Background: an optimization exercise with open tools, aiming at small area, a short achievable clock period and few clock cycles. Do not read the settings as production practice.
In this exercise RTL edits were held to simulation tests only and were not proved equivalent to the original.

v2:
==> flow/design.v (excerpt) <==
module muldiv_sequencer #(
  parameter int XLEN = 32
) (
  input  logic            clk,
  input  logic            rst,
  input  logic            start,
  input  logic [2:0]      funct3,
  input  logic [XLEN-1:0] rs1_val,
  input  logic [XLEN-1:0] rs2_val,
  input  logic            flush,
  output logic            stall,
  output logic            busy,
  output logic            done,
  output logic [XLEN-1:0] result
);
clock: 11.0 ns
lec_check: 0
cap_margin: 20
core_margin: 2
core_utilization: 55
setup_slack_margin: 3.8
slew_margin: 20
tns_end_percent: 50
run.sh (not shown) runs the stock make flow with config.mk's settings and CLKGATE_MAP_FILE= SYNTH_SCRIPT=/design/flow/synth_recipe.tcl, a recipe that flattens the netlist after the stock synthesis.
Testbench counts of v2, summed over its fixed seeds: cycles 12,894.
Inputs modified between v2 and v17:
- SETUP_SLACK_MARGIN: 3.8 -> 4.3
- CORE_UTILIZATION: 55 -> 45
Notes after the runs:
Against v2 as the reference, v17 delivers a higher placement-stage cell area.
Against v2, v17 reports a flip-flop and latch share of the layout cell area that is lower.
Worst setup slack after placement (v17 over v2): decrease, 0.20 ns
The final critical-path share of the clock period of v17 falls short of that of v2 by 3.7 points.
STATUS design area: v17 loses against v2
v2 → v17: clock buffer count -2; initial cell density of the core -9.8 points; detailed-route wire length on metal 1 +12%; routed wire length +3.0%; overall die height +about 10%.
Clock skew in v17 is 0.012 ns below v2.
### v17 -> v54
- a change of TNS_END_PERCENT from 50 to 20
--- outcome ---
For the setup slack of the critical path after layout, v54 came in 0.036 ns lower than v17 did. Fmax | v54 vs v17 | v54 slower. Comparing v54 and v17, the higher length in cells of the worst reg-to-reg path was measured on v54. On cell depth of the worst setup path: between v54 and v17, it ends up higher for v54. Length of routed met2 wiring (v54 vs. v17) decreases slightly. Final cell count without fillers (higher): v17.
The following lists how v36 was set up differently from v54:
- changing SETUP_SLACK_MARGIN from 4.3 to 3.8
- changing CORE_UTILIZATION from 45 to 50
- changing TNS_END_PERCENT from 20 to 50
[summary]
A capturing instance or port of the critical path of r3[23] is what v36 shows, while r3[0] belongs to v54. Between v36 and v54, the difference in number of multi-input combinational cells is negligible. v36: final area is 8.6% lower than what v54 reported. v36 — global-route usage 2.9 points higher, v54 as reference. Comparing v54 against v36, there is no change at all in synthesized area. For the placement-stage worst setup slack, v36 came in 0.065 ns higher than v54 did.
Edits applied to the flow inputs when going from v36 to v45:
- CORE_UTILIZATION changed from 50 to 45
- SETUP_SLACK_MARGIN changed from 3.8 to 3.3
==> comparison <==
Total routed wirelength is lower on v45. In the metrics for v36 and v45, the one carrying the lower final cell count is v36. v45 ran to completion and came out clean on the timing, DRC and antenna checks. v45 vs v36, fraction of cell area in non-clock buffers went down by 0.18 points.
Edits applied to the flow inputs when going from v45 to v13:
- SETUP_SLACK_MARGIN now 3.8, was 3.3
Findings:
v45 reached the end of the flow, and the finished layout is clean on the timing, DRC and antenna checks. The flow did not stop early for v13: all stages ran, and the layout cleared the timing, DRC and antenna checks. Compared with v45, v13 shows a global-route usage that is 1.5 points higher. Sequential share of layout area, v13 and v45: higher on v45. Relative to v45, routability-driven placement congestion ratio has gone up in v13. Placed cell count essentially unchanged between v45 and v13. The run with more setup slack is v13; v45 has less. In the metrics for v13 and v45, the one carrying the lower final worst-path cycle share is v13.

---

Starting RTL as in the previous note.
clock: 11.0 ns
lec_check: 0
cap_margin: 20
core_margin: 2
core_utilization: 50
setup_slack_margin: 4.0
slew_margin: 20
tns_end_percent: 50
Testbench counts at the start, summed over its fixed seeds: cycles 12,894.
Next try:
CORE_UTILIZATION = 45   (was 50)
SETUP_SLACK_MARGIN = 3.8   (was 4.0)
TNS_END_PERCENT = 20   (was 50)
Maximum frequency drops by 3.3%.
Cell count rises by 1.4%.
Wire length rose by 0.60%.
Core utilization fell by 6.7 points.
Register-to-register slack loses 0.28 ns.
Clock skew barely changes.
Worst setup slack degrades by 0.24 ns.
Global-route usage falls by 4.1 points.
Count of clock-buffer cells in the layout rose by 2.
Next try:
SETUP_SLACK_MARGIN = 5   (was 3.8)
TNS_END_PERCENT = 50   (was 20)
What happened:
- The new run finished with timing, DRC and antenna clean
- critical path depth went down by 2
- wire length goes up by 5.7%
- cell count went up by 6.5%
- worst setup slack gains 0.43 ns
- utilization went up by 8.5 points
- fmax grows by 6.3%
- register-to-register slack improves by 0.38 ns
- count of clock-buffer cells in the layout goes up by 1
- first-iteration DRC count rose by 12%

==> separate check: timing with driven ports <==
Ports are ideal in the flow. The routed layouts listed here were re-timed in OpenROAD. Step 1: set_driving_cell puts a clkbuf_16 on clk and a buf_2 on each other input, an assumption about the parent block. Step 2 adds t to the input delays and takes it off the output delays; t is the mean of the earliest and latest rising clock arrival at the registers after step 1. Input paths then give back, and output paths get back, about the clock's delay inside the block. Slacks: no drivers / after step 1 / after step 2; pairs: no drivers / after step 1.
run | t, ns | setup WS [ns] | clock arrival spread, ns | slew at the worst register clock pin (ns) | worst data-port slew with drivers (ns)
v2 | 0.569 | 3.729 / 3.752 / 3.183 | 0.026 / 0.026 | 0.10 / 0.10 | 0.06
v17 | 0.565 | 4.136 / 4.156 / 3.591 | 0.014 / 0.014 | 0.09 / 0.09 | 0.10
v54 | 0.550 | 4.100 / 4.113 / 3.563 | 0.012 / 0.013 | 0.09 / 0.09 | 0.11
v36 | 0.556 | 3.793 / 3.835 / 3.279 | 0.010 / 0.010 | 0.08 / 0.08 | 0.04
v45 | 0.560 | 3.324 / 3.364 / 2.804 | 0.020 / 0.020 | 0.09 / 0.09 | 0.04
v13 | 0.564 | 3.829 / 3.880 / 3.316 | 0.018 / 0.018 | 0.09 / 0.09 | 0.09
the first run of note 2 | 0.570 | 4.004 / 3.996 / 3.474 | 0.018 / 0.018 | 0.09 / 0.09 | 0.06
the second run of note 2 | 0.567 | 3.766 / 3.805 / 3.239 | 0.018 / 0.019 | 0.09 / 0.09 | 0.09
the third run of note 2 | 0.560 | 4.192 / 4.197 / 3.636 | 0.022 / 0.021 | 0.08 / 0.08 | 0.10
After both steps every run listed still meets setup and hold. For the third run of note 2, which loses most, drivers alone change the setup slack by +0.005 ns; drivers and shift together by -0.556 ns.
